Background: an optimization exercise with open tools, aiming at small area, a short achievable clock period and few clock cycles per item. Do not read the settings as production practice.
At most, simulation tests tie the RTL to the original design; equivalence was not proved.
No activity file was given, so power comes from the tool's default toggle rates.

==> trial 96 <==
// space_to_depth_address_gen_core
module space_to_depth_address_gen_core #(
  parameter int unsigned DATA_BITS = 32,
  parameter int unsigned DIM_BITS  = 12,
  parameter int unsigned ADDR_BITS = 24
) (
  input  logic                   clk_i,
  input  logic                   rst_ni,
  input  logic                   psel,
  input  logic                   penable,
  input  logic                   pwrite,
  input  logic [4:0]             paddr,
  input  logic [31:0]            pwdata,
  output logic [31:0]            prdata,
  output logic                   pready,
  input  logic                   in_valid_i,
  output logic                   in_ready_o,
  input  logic [DATA_BITS-1:0]   element_value_i,
  output logic                   out_valid_o,
  input  logic                   out_ready_i,
  output logic [DATA_BITS-1:0]   out_value_o,
  output logic [ADDR_BITS-1:0]   out_address_o,
  output logic                   in_range_o,
  output logic                   last_element_o
);
export LEC_CHECK = 0
export CAP_MARGIN = 20
export CORE_MARGIN = 2
export CORE_UTILIZATION = 55
export CTS_CLUSTER_DIAMETER = 80
export CTS_CLUSTER_SIZE = 25
export SLEW_MARGIN = 20
create_clock -name core_clock -period 10.0 [get_ports {clk_i}]
standard.sh (not shown) runs the stock make flow with config.mk's settings and CLKGATE_MAP_FILE= SYNTH_SCRIPT=/design/flow/synth_recipe.tcl, a recipe that flattens the netlist after the stock synthesis.
==> flow/flow/run.sh <==
#!/bin/bash
# Own layout flow: the standard synthesis (standard.sh synth, unchanged),
# then the standard ORFS layout steps with these changes:
#  - port buffers placed by flow/ports.tcl, just before the resizer step: a
#    buf_1 on each input and a buf_2 on each output (instead of the resizer's
#    single pick, placed before global placement)
#  - timing repair aimed at a larger setup margin
# Each step's output goes to its own log in this folder; ORFS's per-stage
# logs are under orfs/logs/.
set -euo pipefail
MARGIN=${MARGIN:-6.8}
[[ -f flow/params.sh ]] && source flow/params.sh
bash standard.sh synth > synth.log 2>&1
PORTS="$PWD/flow/ports.tcl"
sed 's#"\${@:-finish}"#SETUP_SLACK_MARGIN='"$MARGIN"' DONT_BUFFER_PORTS=1 PRE_RESIZE_TCL='"$PORTS"' "${@:-finish}"#' standard.sh > layout.sh
grep -q "SETUP_SLACK_MARGIN=$MARGIN" layout.sh
bash layout.sh > layout.log 2>&1
==> flow/flow/params.sh <==
MARGIN=6.8
==> flow/flow/ports.tcl <==
# Port buffers, placed before the resizer step (after global placement, whose
# timing-driven mode removes buffers), in place of ORFS's buffer_ports
puts "Perform port buffering (flow/ports.tcl)..."
buffer_ports -inputs -buffer_cell sky130_fd_sc_hd__buf_1
buffer_ports -outputs -buffer_cell sky130_fd_sc_hd__buf_2
==> inputs of build 90, as changes to trial 96 <==
--- a/flow/design.v
+++ b/flow/design.v
@@ -135,28 +135,30 @@
   logic lc_d, lw_d, lh_d, ln_d, cw_d, rw_d, colok_d, rowok_d;
   logic [4:0] cr_d, rr_d;
   logic step_w, step_h, step_n;
   assign step_w = !z_q && lc_q;                    
   assign step_h = !z_q && lc_q && lw_q;            
   assign step_n = !z_q && lc_q && lw_q && lh_q;    
   logic c1_q, w1_q, h1_q, n1_q, s1_q, wge_q, hge_q, wgt_q;
+  logic [5:0] sp1_q;    
   always_ff @(posedge clk_i) begin
     c1_q  <= c_eff == DW'(1);
     w1_q  <= w_eff == DW'(1);
     h1_q  <= h_eff == DW'(1);
     n1_q  <= n_eff == 7'd1;
     s1_q  <= s_eff == 5'd1;
     wge_q <= w_eff >= DW'(s_eff);
     hge_q <= h_eff >= DW'(s_eff);
     wgt_q <= w_eff > DW'(s_eff);
+    sp1_q <= 6'(s_eff) + 6'd1;
   end
   logic nbok_d;
   always_comb begin
     if (z_q || step_h)  nbok_d = wgt_q;
-    else if (step_w)    nbok_d = wl_q > DW'(s_eff) + DW'(1);
+    else if (step_w)    nbok_d = wl_q > DW'(sp1_q);
     else                nbok_d = wl_q > DW'(s_eff);
   end
   always_comb begin
     lc_d    = lc_q;
     lw_d    = lw_q;
     lh_d    = lh_q;
     ln_d    = ln_q;
- CAP_MARGIN: 20 -> 10
- SLEW_MARGIN: 20 -> 10
==> inputs of build 8, as changes to trial 96 <==
==> flow/design.v (replaced) <==
module space_to_depth_address_gen_core #(
  parameter int unsigned DATA_BITS = 32,
  parameter int unsigned DIM_BITS  = 12,
  parameter int unsigned ADDR_BITS = 24
) (
  input  logic                   clk_i,
  input  logic                   rst_ni,
  input  logic                   psel,
  input  logic                   penable,
  input  logic                   pwrite,
  input  logic [4:0]             paddr,
  input  logic [31:0]            pwdata,
  output logic [31:0]            prdata,
  output logic                   pready,
  input  logic                   in_valid_i,
  output logic                   in_ready_o,
  input  logic [DATA_BITS-1:0]   element_value_i,
  output logic                   out_valid_o,
  input  logic                   out_ready_i,
  output logic [DATA_BITS-1:0]   out_value_o,
  output logic [ADDR_BITS-1:0]   out_address_o,
  output logic                   in_range_o,
  output logic                   last_element_o
);
  localparam int unsigned DW = DIM_BITS + 1;
  localparam int unsigned AW = ADDR_BITS;
  logic [6:0]    batch_q;
  logic [DW-1:0] height_q, width_q, chan_q;
  logic [4:0]    block_q;
  logic [2:0]    idx;
  logic          wr_en, hit;
  logic [DW-1:0] rd_d, rd_q;
  assign idx    = paddr[4:2];
  assign wr_en  = psel && penable && pwrite;
  assign hit    = idx < 3'd5;
  assign pready = 1'b1;
  always_ff @(posedge clk_i or negedge rst_ni) begin
    if (!rst_ni) begin
      batch_q  <= 7'd1;
      height_q <= DW'(1);
      width_q  <= DW'(1);
      chan_q   <= DW'(1);
      block_q  <= 5'd1;
    end else if (wr_en) begin
      case (idx)
        3'd0: batch_q  <= pwdata[6:0];
        3'd1: height_q <= pwdata[DW-1:0];
        3'd2: width_q  <= pwdata[DW-1:0];
        3'd3: chan_q   <= pwdata[DW-1:0];
        3'd4: block_q  <= pwdata[4:0];
        default: ;
      endcase
    end
  end
  always_comb begin
    case (idx)
      3'd0:    rd_d = DW'(batch_q);
      3'd1:    rd_d = height_q;
      3'd2:    rd_d = width_q;
      3'd3:    rd_d = chan_q;
      3'd4:    rd_d = DW'(block_q);
      default: rd_d = '0;
    endcase
  end
  always_ff @(posedge clk_i) begin
    rd_q <= rd_d;
  end
  assign prdata = 32'(rd_q);
  function automatic logic [DW-1:0] clamp_dim(input logic [DW-1:0] v);
    clamp_dim = v[DW-1] ? {1'b1, {(DW-1){1'b0}}} : ((v == '0) ? DW'(1) : v);
  endfunction
  logic [6:0]    n_eff;
  logic [DW-1:0] h_eff, w_eff, c_eff;
  logic [4:0]    s_eff;
  assign n_eff = batch_q[6] ? 7'd64 : ((batch_q == '0) ? 7'd1 : batch_q);
  assign s_eff = block_q[4] ? 5'd16 : ((block_q == '0) ? 5'd1 : block_q);
  assign h_eff = clamp_dim(height_q);
  assign w_eff = clamp_dim(width_q);
  assign c_eff = clamp_dim(chan_q);
  localparam logic [32*9-1:0] SS_TAB = {
    9'd256, 9'd256, 9'd256, 9'd256, 9'd256, 9'd256, 9'd256, 9'd256, 9'd256, 9'd256, 9'd256, 9'd256, 9'd256, 9'd256, 9'd256, 9'd256, 9'd225, 9'd196, 9'd169, 9'd144, 9'd121, 9'd100, 9'd81, 9'd64, 9'd49, 9'd36, 9'd25, 9'd16, 9'd9, 9'd4, 9'd1, 9'd1};
  localparam logic [32*9-1:0] K1_TAB = {
    9'd241, 9'd241, 9'd241, 9'd241, 9'd241, 9'd241, 9'd241, 9'd241, 9'd241, 9'd241, 9'd241, 9'd241, 9'd241, 9'd241, 9'd241, 9'd241, 9'd211, 9'd183, 9'd157, 9'd133, 9'd111, 9'd91, 9'd73, 9'd57, 9'd43, 9'd31, 9'd21, 9'd13, 9'd7, 9'd3, 9'd1, 9'd1};
  localparam logic [32*10-1:0] MK2_TAB = {
    10'd784, 10'd784, 10'd784, 10'd784, 10'd784, 10'd784, 10'd784, 10'd784, 10'd784, 10'd784, 10'd784, 10'd784, 10'd784, 10'd784, 10'd784, 10'd784, 10'd814, 10'd842, 10'd868, 10'd892, 10'd914, 10'd934, 10'd952, 10'd968, 10'd982, 10'd994, 10'd1004, 10'd1012, 10'd1018, 10'd1022, 10'd0, 10'd0};
  logic [8:0] ss_q, k1_q;
  logic [9:0] mk2_q;
  always_ff @(posedge clk_i) begin
    ss_q  <= SS_TAB[9*block_q +: 9];
    k1_q  <= K1_TAB[9*block_q +: 9];
    mk2_q <= MK2_TAB[10*block_q +: 10];
  end
  logic                 o_valid_q, s_valid_q, o_free, o_load;
  logic [DATA_BITS-1:0] s_val_q, o_val_q;
  assign in_ready_o = !s_valid_q;
  assign o_free     = !o_valid_q || out_ready_i;
  assign o_load     = o_free && (s_valid_q || in_valid_i);
  always_ff @(posedge clk_i or negedge rst_ni) begin
    if (!rst_ni) begin
      o_valid_q <= 1'b0;
      s_valid_q <= 1'b0;
    end else begin
      o_valid_q <= o_load || (o_valid_q && !out_ready_i);
      s_valid_q <= (s_valid_q || in_valid_i) && !o_free;
    end
  end
  always_ff @(posedge clk_i) begin
    if (!s_valid_q) s_val_q <= element_value_i;
    if (o_load)     o_val_q <= s_valid_q ? s_val_q : element_value_i;
  end
  logic          z_q;
  logic [DW-1:0] cl_q, wl_q, hl_q;
  logic [6:0]    nl_q;
  logic [4:0]    cr_q, rr_q;
  logic          lc_q, lw_q, lh_q, ln_q, cw_q, rw_q, colok_q, rowok_q;
  logic          mc_q, mp_q, mb_q, mr_q, sa_q, sq_q, sr_q, sh_q;
  logic          inr_q, last_q;
  logic [AW-1:0] a_q, q_q, r_q;
  logic [AW-1:0] a_add, q_add, r_add, a_nxt;
  logic [8:0]    a_opd;
  logic [9:0]    q_opd;
  assign a_opd = mc_q ? ss_q : (mb_q ? k1_q : 9'd1);
  assign q_opd = mp_q ? 10'(cr_q) : mk2_q;
  assign a_add = a_q + AW'(a_opd);
  assign q_add = q_q + {{(AW-10){q_opd[9]}}, q_opd};
  assign r_add = r_q + AW'(s_eff);
  assign a_nxt = ({AW{sa_q && !z_q}} & a_add) | ({AW{sq_q && !z_q}} & q_add) |
                 ({AW{sr_q && !z_q}} & r_add) | ({AW{sh_q && !z_q}} & r_q);
  logic lc_d, lw_d, lh_d, ln_d, cw_d, rw_d, colok_d, rowok_d;
  logic [4:0] cr_d, rr_d;
  logic step_w, step_h, step_n;
  assign step_w = !z_q && lc_q;                    
  assign step_h = !z_q && lc_q && lw_q;            
  assign step_n = !z_q && lc_q && lw_q && lh_q;    
  always_comb begin
    lc_d    = lc_q;
    lw_d    = lw_q;
    lh_d    = lh_q;
    ln_d    = ln_q;
    cw_d    = cw_q;
    rw_d    = rw_q;
    cr_d    = cr_q;
    rr_d    = rr_q;
    colok_d = colok_q;
    rowok_d = rowok_q;
    if (z_q || lc_q) lc_d = c_eff == DW'(1);
    else             lc_d = cl_q == DW'(2);
    if (z_q || step_h) begin
      lw_d    = w_eff == DW'(1);
      cr_d    = 5'd1;
      cw_d    = s_eff == 5'd1;
      colok_d = w_eff >= DW'(s_eff);
    end else if (step_w) begin
      lw_d = wl_q == DW'(2);
      if (cw_q) begin
        cr_d    = 5'd1;
        cw_d    = s_eff == 5'd1;
        colok_d = wl_q > DW'(s_eff);
      end else begin
        cr_d = cr_q + 5'd1;
        cw_d = (cr_q + 5'd1) == s_eff;
      end
    end
    if (z_q || step_n) begin
      lh_d    = h_eff == DW'(1);
      rr_d    = 5'd1;
      rw_d    = s_eff == 5'd1;
      rowok_d = h_eff >= DW'(s_eff);
    end else if (step_h) begin
      lh_d = hl_q == DW'(2);
      if (rw_q) begin
        rr_d    = 5'd1;
        rw_d    = s_eff == 5'd1;
        rowok_d = hl_q > DW'(s_eff);
      end else begin
        rr_d = rr_q + 5'd1;
        rw_d = (rr_q + 5'd1) == s_eff;
      end
    end
    if (z_q)         ln_d = n_eff == 7'd1;
    else if (step_n) ln_d = nl_q == 7'd2;
  end
  logic last_d, mr_d;
  assign last_d = lc_d && lw_d && lh_d && ln_d;
  assign mr_d   = lc_d && lw_d && !(lh_d && ln_d);
  always_ff @(posedge clk_i or negedge rst_ni) begin
    if (!rst_ni) begin
      z_q <= 1'b1;
    end else if (wr_en && hit) begin
      z_q <= 1'b1;
    end else if (o_load) begin
      z_q <= last_d;
    end
  end
  always_ff @(posedge clk_i) begin
    if (o_load) begin
      mc_q <= !lc_d;
      mp_q <= lc_d && !lw_d && !cw_d;
      mb_q <= lc_d && !lw_d && cw_d;
      mr_q <= mr_d;
      sa_q <= !lc_d || (lc_d && !lw_d && cw_d) || (mr_d && rw_d && cw_d);
      sq_q <= (lc_d && !lw_d && !cw_d) || (mr_d && rw_d && !cw_d);
      sr_q <= mr_d && !rw_d && rowok_d;
      sh_q <= mr_d && !rw_d && !rowok_d;
    end
  end
  always_ff @(posedge clk_i) begin
    if (o_load) begin
      lc_q    <= lc_d;
      lw_q    <= lw_d;
      lh_q    <= lh_d;
      ln_q    <= ln_d;
      cw_q    <= cw_d;
      rw_q    <= rw_d;
      cr_q    <= cr_d;
      rr_q    <= rr_d;
      colok_q <= colok_d;
      rowok_q <= rowok_d;
      inr_q   <= colok_d && rowok_d;
      last_q  <= last_d;
      cl_q    <= (z_q || lc_q) ? c_eff : cl_q - DW'(1);
      if (z_q || step_h)  wl_q <= w_eff;
      else if (step_w)    wl_q <= wl_q - DW'(1);
      if (z_q || step_n)  hl_q <= h_eff;
      else if (step_h)    hl_q <= hl_q - DW'(1);
      if (z_q)            nl_q <= n_eff;
      else if (step_n)    nl_q <= nl_q - 7'd1;
      a_q <= (colok_d && rowok_d) ? a_nxt : '0;
      if (z_q || mb_q || mr_q) q_q <= a_nxt;
      if (z_q || mr_q)         r_q <= a_nxt;
    end
  end
  assign out_valid_o    = o_valid_q;
  assign out_value_o    = o_val_q;
  assign out_address_o  = a_q;
  assign in_range_o     = inr_q;
  assign last_element_o = last_q;
endmodule
==> flow/flow/run.sh (replaced) <==
#!/bin/bash
# Own layout flow: the standard synthesis (standard.sh synth, unchanged),
# then the standard ORFS layout steps with two extra knobs:
#  - port buffers of a small plain buffer cell instead of the resizer's pick
#  - timing repair aimed at a larger setup margin
# Each step's output goes to its own log in this folder; ORFS's per-stage
# logs are under orfs/logs/.
set -euo pipefail
MARGIN=${MARGIN:-7}
PORTBUF=${PORTBUF:-sky130_fd_sc_hd__buf_2}
[[ -f flow/params.sh ]] && source flow/params.sh
bash standard.sh synth > synth.log 2>&1
sed 's/"\${@:-finish}"/SETUP_SLACK_MARGIN='"$MARGIN"' BUFFER_PORTS_ARGS="-buffer_cell '"$PORTBUF"'" "${@:-finish}"/' standard.sh > layout.sh
grep -q "SETUP_SLACK_MARGIN=$MARGIN" layout.sh
bash layout.sh > layout.log 2>&1
==> flow/flow/params.sh (replaced) <==
MARGIN=7
- ABC_CLOCK_PERIOD_IN_PS: unset -> 3000
- CORE_UTILIZATION: 55 -> 40
- CTS_CLUSTER_DIAMETER: 80 -> unset
- CTS_CLUSTER_SIZE: 25 -> unset
removed: flow/flow/ports.tcl
==> results.txt <==
Drt
For this block, wires on met1 add up to approximately 20 mm. The wire length on met2 is 22.26 mm.

Timing
The clock skew is 14.72 ps. Across all setup checks in the final design, the least slack found is 6661 ps.

Status
The flow ran to the end and the layout has no timing, DRC or antenna violations.

Finish
The final-stage net count is 1888.

Pwr
The reported net switching power is 1.622 mW.

Clock tree
Counting the buffers created by CTS gives 36.
Source of the figures above: build 8

==> results.txt <==
Drt
The wire length on met2 is 17.64 mm. In the final routing, the length of wire on met1 measures 17.00 mm.

Pwr
For this design the total switching power over the nets is 1.267 mW.

Finish
For this run, the post-layout net count is 1631.

Status
The flow ran to the end and the layout has no timing, DRC or antenna violations.

Clock tree
Clock tree synthesis inserted a total of 17 buffers.

Timing
Setup slack on the critical path of the routed design comes to between 6000 and 7000 ps. Between clock sinks in the finished design, the worst skew comes to 17.17 ps.
Source of the figures above: build 90

==> results.txt <==
Finish
The net count of the finished layout is 1646. The number of non-clock buffers in the layout is 169.

Drt
The length of routed wiring on met1 is 17.85 mm. The wire length on met2 is between 15 and 20 mm.

Status
The flow ran to the end and the layout has no timing, DRC or antenna violations.

Timing
The clock skew is 24.57 ps.

Pwr
Power spread over the standard cell area amounts to 215.8 nW/um^2.
Source of the figures above: trial 96

Testbench counts of trial 96, summed over its fixed seeds: cycles 53,646, items 52,758.
Testbench counts of build 90, summed over its fixed seeds: cycles 53,646, items 52,758.
No functional check of the RTL was part of build 8.

==> port drivers added, routing unchanged <==
The results above use ideal ports. As a check the final layouts listed here were re-extracted and re-timed, cells and wires unchanged. Step 1: set_driving_cell puts a clkbuf_16 on clk_i and a buf_2 on each other input, an assumption about the parent block. Step 2 also shifts input and output timing later by t, the mid clock arrival at the registers, as if the neighbouring blocks saw the same clock. a / b / c = ideal ports / drivers / drivers and shift; a / b = the first two.
run | t (ns) | setup WS [ns] | worst hold slack (ns)
trial 96 | 0.555 | 6.660 / 6.660 / 6.323 | 0.478 / 0.478 / 0.478
build 90 | 0.554 | 6.841 / 6.802 / 6.310 | 0.478 / 0.478 / 0.478
build 8 | 0.597 | 6.661 / 6.661 / 6.430 | 0.469 / 0.469 / 0.469
After both steps every run listed still meets setup and hold. For build 90, which loses most, drivers alone change the setup slack by -0.039 ns; drivers and shift together by -0.531 ns.
